This design comes from an exercise in tuning for small area, a short achievable clock period and few clock cycles per item on the open sky130 flow, not from production work.
Only simulation tests tie the RTL to the original design; equivalence was not proved.
Power figures rest on the tool's default switching activity, not on a simulated workload.

==> trial 2 <==
==> flow/design.v <==
package mas_pkg;
  localparam int W = 256;
endpackage
module multiword_add_sequencer (
  input  logic         clk,
  input  logic         rst,
  input  logic         in_valid,
  output logic         in_ready,
  input  logic [255:0] a,
  input  logic [255:0] b,
  input  logic         cin,
  input  logic         sub,
  output logic         out_valid,
  input  logic         out_ready,
  output logic [255:0] sum,
  output logic         cout
);
  localparam int W  = 256;
  localparam int K  = 8;        
  localparam int NB = W / K;    
  localparam int LK = $clog2(K);
  localparam int LB = $clog2(NB);
  logic [W-1:0]  bx, g, p, s0_d;
  logic [NB-1:0] bg, bp;         
  logic [NB:0]   bc_d;           
  logic [NB-1:0] c0;             
  assign c0 = {{(NB-1){1'b0}}, sub | cin};
  assign bx = b ^ {W{sub}};
  assign g  = a & bx;
  assign p  = a ^ bx;
  always_comb begin
    logic [K-1:0] tg, tp;
    for (int j = 0; j < NB; j++) begin
      tg = g[j*K +: K];
      tp = p[j*K +: K];
      for (int l = 0; l < LK; l++)
        for (int i = 0; i < K; i++)
          if (i[l]) begin
            tg[i] = tg[i] | (tp[i] & tg[((i >> l) << l) - 1]);
            tp[i] = tp[i] & tp[((i >> l) << l) - 1];
          end
      s0_d[j*K] = p[j*K] ^ c0[j];
      for (int i = 1; i < K; i++) s0_d[j*K+i] = p[j*K+i] ^ (tg[i-1] | (tp[i-1] & c0[j]));
      bg[j] = tg[K-1] | (tp[K-1] & c0[j]);
      bp[j] = tp[K-1];
    end
  end
  always_comb begin
    logic [NB-1:0] tg, tp;
    tg = bg;
    tp = bp;
    for (int l = 0; l < LB; l++)
      for (int i = 0; i < NB; i++)
        if (i[l]) begin
          tg[i] = tg[i] | (tp[i] & tg[((i >> l) << l) - 1]);
          tp[i] = tp[i] & tp[((i >> l) << l) - 1];
        end
    bc_d[0] = 1'b0;
    for (int j = 1; j <= NB; j++) bc_d[j] = tg[j-1];
  end
  logic [W-1:0]  s0_q;
  logic [NB:1]   bc_q;
  logic          valid_q;
  assign in_ready = ~valid_q | out_ready;
  always_ff @(posedge clk or posedge rst) begin
    if (rst)           valid_q <= 1'b0;
    else if (in_ready) valid_q <= in_valid;
  end
  always_ff @(posedge clk) begin
    if (in_ready) begin
      s0_q <= s0_d;
      bc_q <= bc_d[NB:1];
    end
  end
  always_comb begin
    logic [K-1:0] m;
    for (int i = 0; i < K; i++) sum[i] = s0_q[i];
    for (int j = 1; j < NB; j++) begin
      m = s0_q[j*K +: K];
      for (int l = 0; l < LK; l++)
        for (int i = 0; i < K; i++)
          if (i[l]) m[i] = m[i] & m[((i >> l) << l) - 1];
      sum[j*K] = s0_q[j*K] ^ bc_q[j];
      for (int i = 1; i < K; i++) sum[j*K+i] = s0_q[j*K+i] ^ (bc_q[j] & m[i-1]);
    end
  end
  assign cout      = bc_q[NB];
  assign out_valid = valid_q;
endmodule
==> flow/flow/run.sh <==
#!/bin/bash
# The standard layout (standard.sh) with two changes:
#  - every port is buffered by the smallest buffer cell instead of the one
#    buffer_ports picks by default;
#  - after the standard synthesis, polfix.py re-chooses the polarity of the
#    full-adder groups so that fewer inverters are needed (combinational
#    cells only; registers untouched), then the layout continues from it.
set -euo pipefail
export BUFFER_PORTS_ARGS="-buffer_cell sky130_fd_sc_hd__buf_1"
R=$PWD/orfs/results/sky130hd/multiword_add_sequencer/base
bash standard.sh "$R/1_2_yosys.v" > synth.log 2>&1
cp "$R/1_2_yosys.v" "$R/1_2_yosys.standard.v"
python3 flow/polfix.py "$R/1_2_yosys.standard.v" "$R/1_2_yosys.v" > polfix.log 2>&1
bash standard.sh > layout.log 2>&1
==> flow/flow/polfix.py <==
#!/usr/bin/env python3
"""Re-choose inverter polarity around full adders in a flat Yosys netlist.

A full adder satisfies fa(~A, ~B, ~CIN) = (~SUM, ~COUT). Synthesis sometimes
extracts adder chains in inverted polarity, which costs an inverter on most
adder inputs and outputs. This script looks through every inverter to the
signal it inverts, picks for each group of connected full adders the polarity
that needs the fewest inverters (an xor2/xnor2 driver may also swap to its
twin), and then rebuilds the inverters: one inverter per signal whose
complement is still needed. Registers and all other cells are kept as they
are.

usage: polfix.py IN.v OUT.v
"""
import re
import sys

PFX = "sky130_fd_sc_hd__"
OUTPINS = {"X", "Y", "Q", "Q_N", "SUM", "COUT", "HI", "LO"}
FA_IN = ("A", "B", "CIN")
FA_OUT = ("SUM", "COUT")


def parse(path):
    text = open(path).read()
    m = re.search(r"\n(\s*" + PFX + r")", text)
    head = text[: m.start() + 1]
    body = text[m.start() + 1:]
    tail_i = body.rindex("endmodule")
    tail = body[tail_i:]
    body = body[:tail_i]
    cells = {}
    order = []
    for cm in re.finditer(r"(" + PFX + r"\w+)\s+(\S+)\s*\((.*?)\);", body, re.S):
        pins = [(p, n.strip()) for p, n in re.findall(r"\.(\w+)\(([^()]*)\)", cm.group(3))]
        cells[cm.group(2)] = [cm.group(1), dict(pins), [p for p, _ in pins]]
        order.append(cm.group(2))
    rest = re.sub(r"(" + PFX + r"\w+)\s+(\S+)\s*\((.*?)\);", "", body, flags=re.S)
    if rest.strip():
        raise SystemExit("polfix: unexpected netlist content: %r" % rest.strip()[:200])
    return head, cells, order, tail


def output_ports(head):
    outs = set()
    for m in re.finditer(r"^\s*output\s+(\[(\d+):(\d+)\]\s+)?(\w+);", head, re.M):
        if m.group(1):
            hi, lo = int(m.group(2)), int(m.group(3))
            for i in range(min(hi, lo), max(hi, lo) + 1):
                outs.add("%s[%d]" % (m.group(4), i))
        else:
            outs.add(m.group(4))
    return outs


def esc(net):
    # an escaped identifier ends at white space
    return net + " " if net.startswith("\\") else net


def main():
    head, C, order, tail = parse(sys.argv[1])
    outports = output_ports(head)

    def is_inv(t):
        return re.match(PFX + r"(clk)?inv_\d+$", t) is not None

    drv = {}
    for n, (t, pins, _) in C.items():
        for p, net in pins.items():
            if p in OUTPINS:
                drv[net] = (n, p)

    def root(net):
        par = 0
        seen = 0
        while True:
            d = drv.get(net)
            if d is None or not is_inv(C[d[0]][0]):
                return net, par
            net = C[d[0]][1]["A"]
            par ^= 1
            seen += 1
            if seen > 100:
                raise SystemExit("polfix: inverter loop")

    # requirements: (cell, pin) -> (source net, parity), for every input pin of a
    # non-inverter cell; ports driven by an inverter keep a driver of their own
    reqs = []
    for n, (t, pins, _) in C.items():
        if is_inv(t):
            continue
        for p, net in pins.items():
            if p in OUTPINS:
                continue
            s, par = root(net)
            reqs.append((n, p, s, par))
    port_reqs = []
    for net in sorted(outports):
        d = drv.get(net)
        if d and is_inv(C[d[0]][0]):
            s, par = root(net)
            port_reqs.append((net, s, par))

    # adder groups
    fas = [n for n, c in C.items() if c[0].startswith(PFX + "fa_")]
    parent = {f: f for f in fas}

    def find(x):
        while parent[x] != x:
            parent[x] = parent[parent[x]]
            x = parent[x]
        return x

    src_fa = {}  # source net -> adder driving it
    for f in fas:
        for p in FA_OUT:
            src_fa[C[f][1][p]] = f
    for (n, p, s, par) in reqs:
        if n in parent and p in FA_IN and s in src_fa:
            a, b = find(n), find(src_fa[s])
            if a != b:
                parent[a] = b
    groups = {}
    for f in fas:
        groups.setdefault(find(f), []).append(f)
    # a group whose output is a port (or feeds a port directly) may not flip
    locked = set()
    for f in fas:
        for p in FA_OUT:
            if C[f][1][p] in outports:
                locked.add(find(f))

    flip = {g: 0 for g in groups}
    def is_xor(n):
        return re.match(PFX + r"x(n)?or2_\d+$", C[n][0]) is not None

    def toggle(n):
        # xor2 drives X, xnor2 drives Y
        t = C[n][0]
        to_xor = "xnor2_" in t
        C[n][0] = t.replace("xnor2_", "xor2_") if to_xor else t.replace("xor2_", "xnor2_")
        op, np_ = ("Y", "X") if to_xor else ("X", "Y")
        C[n][1][np_] = C[n][1].pop(op)
        C[n][2] = [np_ if q == op else q for q in C[n][2]]

    swappable = {net for net, (n, p) in drv.items() if is_xor(n) and net not in outports}

    by_src = {}
    for r in reqs:
        by_src.setdefault(r[2], []).append(r)
    for (net, s, par) in port_reqs:
        by_src.setdefault(s, [])

    def phys(s):
        f = src_fa.get(s)
        return flip[find(f)] if f is not None else 0

    def need(r):
        n, p, s, par = r
        if n in parent and p in FA_IN and flip[find(n)]:
            return par ^ 1
        return par

    def src_cost(s):
        # an xor/xnor input takes either polarity: the gate absorbs it
        pols = {need(r) ^ phys(s) for r in by_src.get(s, []) if not is_xor(r[0])}
        if s in swappable and len(pols) == 1:
            return 0
        return 1 if 1 in pols else 0

    def group_srcs(g):
        ss = set()
        for f in groups[g]:
            for p in FA_IN:
                ss.add(root(C[f][1][p])[0])
            for p in FA_OUT:
                ss.add(C[f][1][p])
        return ss

    gsrcs = {g: group_srcs(g) for g in groups}
    base = sum(src_cost(s) for s in by_src)
    improved = True
    passes = 0
    while improved and passes < 10:
        improved = False
        passes += 1
        for g in groups:
            if g in locked:
                continue
            before = sum(src_cost(s) for s in gsrcs[g])
            flip[g] ^= 1
            after = sum(src_cost(s) for s in gsrcs[g])
            if after < before:
                improved = True
            else:
                flip[g] ^= 1
    final = sum(src_cost(s) for s in by_src)

    # rebuild
    old_inv = sum(1 for c in C.values() if is_inv(c[0]))
    for n in [n for n, c in C.items() if is_inv(c[0])]:
        del C[n]
        order.remove(n)
    k = [0]
    compl = {}

    def complement(s):
        if s not in compl:
            k[0] += 1
            o = "_polfix_n%d_" % k[0]
            name = "_polfix_c%d_" % k[0]
            C[name] = [PFX + "inv_1", {"A": s, "Y": o}, ["A", "Y"]]
            order.append(name)
            compl[s] = o
        return compl[s]

    # xor/xnor inputs: connect the signal as it is and let the gate absorb
    # any inversion (toggling xor2 <-> xnor2 keeps its output unchanged)
    xor_reqs = {}
    for r in reqs:
        if is_xor(r[0]):
            xor_reqs.setdefault(r[0], []).append(r)
    for n, rs in xor_reqs.items():
        parity = 0
        for r in rs:
            parity ^= need(r) ^ phys(r[2])
            C[n][1][r[1]] = r[2]
        if parity:
            toggle(n)
    swapped = set()
    for s, rs in by_src.items():
        rs = [r for r in rs if not is_xor(r[0])]
        ph = phys(s)
        pols = {need(r) ^ ph for r in rs}
        if s in swappable and pols == {1}:
            toggle(drv[s][0])
            swapped.add(s)
            ph ^= 1
        for r in rs:
            n, p, _, _ = r
            C[n][1][p] = s if (need(r) ^ ph) == 0 else complement(s)
    for (net, s, par) in port_reqs:
        k[0] += 1
        name = "_polfix_c%d_" % k[0]
        ph = phys(s) ^ (1 if s in swapped else 0)
        if par ^ ph:
            C[name] = [PFX + "inv_1", {"A": s, "Y": net}, ["A", "Y"]]
        else:
            C[name] = [PFX + "buf_1", {"A": s, "X": net}, ["A", "X"]]
        order.append(name)
    new_inv = sum(1 for c in C.values() if is_inv(c[0]))
    sys.stderr.write("polfix: %d adders in %d groups, %d flipped; inverters %d -> %d "
                     "(cost %d -> %d)\n" % (len(fas), len(groups), sum(flip.values()),
                                            old_inv, new_inv, base, final))

    used = set()
    for (t, pins, _) in C.values():
        used.update(pins.values())
    extra = sorted(x for x in used if x.startswith("_polfix_n"))
    out = [head.rstrip("\n") + "\n"]
    for x in extra:
        out.append("  wire %s;\n" % x)
    for n in order:
        t, pins, po = C[n]
        ps = [p for p in po if p in pins] + [p for p in pins if p not in po]
        out.append("  %s %s (\n%s\n  );\n" % (t, n, ",\n".join("    .%s(%s)" % (p, esc(pins[p])) for p in ps)))
    out.append(tail)
    open(sys.argv[2], "w").write("".join(out))


if __name__ == "__main__":
    main()
==> flow/standard.sh <==
#!/bin/bash
# synth_recipe.tcl (not shown) runs the flow's synth.tcl, then flattens the netlist and writes it again
# the make line also repeats each setting of config.mk as NAME=value (left out here)
make -C /OpenROAD-flow-scripts/flow DESIGN_CONFIG=/design/flow/config.mk WORK_HOME=/design/flow/orfs CLKGATE_MAP_FILE= SYNTH_SCRIPT=/design/flow/synth_recipe.tcl "${@:-finish}"
==> flow/config.mk <==
export PLATFORM = sky130hd
export DESIGN_NAME = multiword_add_sequencer
export DESIGN_NICKNAME = multiword_add_sequencer
export VERILOG_FILES = /design/flow/design.v
export SDC_FILE = /design/flow/constraint.sdc
export NUM_CORES = 4
export LEC_CHECK = 0
export ABC_AREA = 1
export CAP_MARGIN = 20
export CORE_MARGIN = 2
export CORE_UTILIZATION = 40
export CTS_BUF_LIST = sky130_fd_sc_hd__clkbuf_8
export CTS_CLUSTER_DIAMETER = 100
export CTS_CLUSTER_SIZE = 12
export PLACE_DENSITY = 0.8
export SETUP_SLACK_MARGIN = 2.8
export SLEW_MARGIN = 20
export TNS_END_PERCENT = 5
==> flow/constraint.sdc <==
create_clock -name core_clock -period 6.5 [get_ports {clk}]
set_input_delay 1.3000 -clock core_clock [delete_from_list [all_inputs] [get_ports {clk}]]
set_output_delay 1.3000 -clock core_clock [all_outputs]
set_load 0.01 [all_outputs]
==> build 8: changes against trial 2 <==
--- a/flow/design.v
+++ b/flow/design.v
@@ -25,4 +25,2 @@
   logic [NB:0]   bc_d;           
-  logic [NB-1:0] c0;             
-  assign c0 = {{(NB-1){1'b0}}, sub | cin};
   assign bx = b ^ {W{sub}};
@@ -35,2 +33,3 @@
       tp = p[j*K +: K];
+      if (j == 0) tg[0] = tg[0] | (tp[0] & (sub | cin));
       for (int l = 0; l < LK; l++)
@@ -41,5 +40,5 @@
           end
-      s0_d[j*K] = p[j*K] ^ c0[j];
-      for (int i = 1; i < K; i++) s0_d[j*K+i] = p[j*K+i] ^ (tg[i-1] | (tp[i-1] & c0[j]));
-      bg[j] = tg[K-1] | (tp[K-1] & c0[j]);
+      s0_d[j*K] = p[j*K] ^ ((j == 0) ? (sub | cin) : 1'b0);
+      for (int i = 1; i < K; i++) s0_d[j*K+i] = p[j*K+i] ^ tg[i-1];
+      bg[j] = tg[K-1];
       bp[j] = tp[K-1];
--- a/flow/config.mk
+++ b/flow/config.mk
@@ -17,2 +17 @@
 export SLEW_MARGIN = 20
-export TNS_END_PERCENT = 5
==> impl_metrics.csv <==
group,metric,value,unit
outcome,outcome,"no timing/DRC/antenna violations",
final_layout,area_delta_synth_final,19.05,%
route,wl_per_cell,18.46,microns
worst_setup_path,critPathMaxFanout,39,
worst_setup_path,cp_data_arrival_time,4120,ps
-- figures above: build 8

==> impl_metrics.csv <==
group,metric,value,unit
final_layout,area_delta_synth_final,18.66,%
outcome,outcome,"no timing/DRC/antenna violations",
power,p_clk,1.09,mW
worst_setup_path,critPathMaxFanout,3,
power,power.share.sequential,41.6,%
route,wl_per_cell,19.25,microns
worst_setup_path,cp_data_arrival_time,2400,ps
-- figures above: trial 2

Testbench counts of trial 2, summed over its fixed seeds: cycles 1,608, items 1,600.
Testbench counts of build 8, summed over its fixed seeds: cycles 1,608, items 1,600.

afterwards: timing with drivers on the ports:
Ports are ideal in the flow. The routed layouts listed here were re-timed in OpenROAD. Step 1 assumes that a clkbuf_16 drives the clock port and a buf_2 every other input. Step 2 moves the port delays by t, midway between the first and last clock arrival at a register: inputs arrive t later, outputs are due t later. That takes back most of the time a late clock gives input paths. Slacks: ideal ports / drivers / drivers and shift; pairs: ideal ports / drivers.
run | t (ns) | setup WS [ns] | hold slack, ns | worst setup path after step 2 | clock arrival spread, ns
trial 2 | 0.677 | 2.804 / 2.750 / 2.091 | 0.480 / 0.449 / 1.046 | input to register | 0.019 / 0.020
build 8 | 0.686 | 2.899 / 2.894 / 2.207 | 0.441 / 0.411 / 1.000 | input to register | 0.036 / 0.037
After both steps every run listed still meets setup and hold. For trial 2, which loses most, drivers alone change the setup slack by -0.054 ns; drivers and shift together by -0.713 ns.
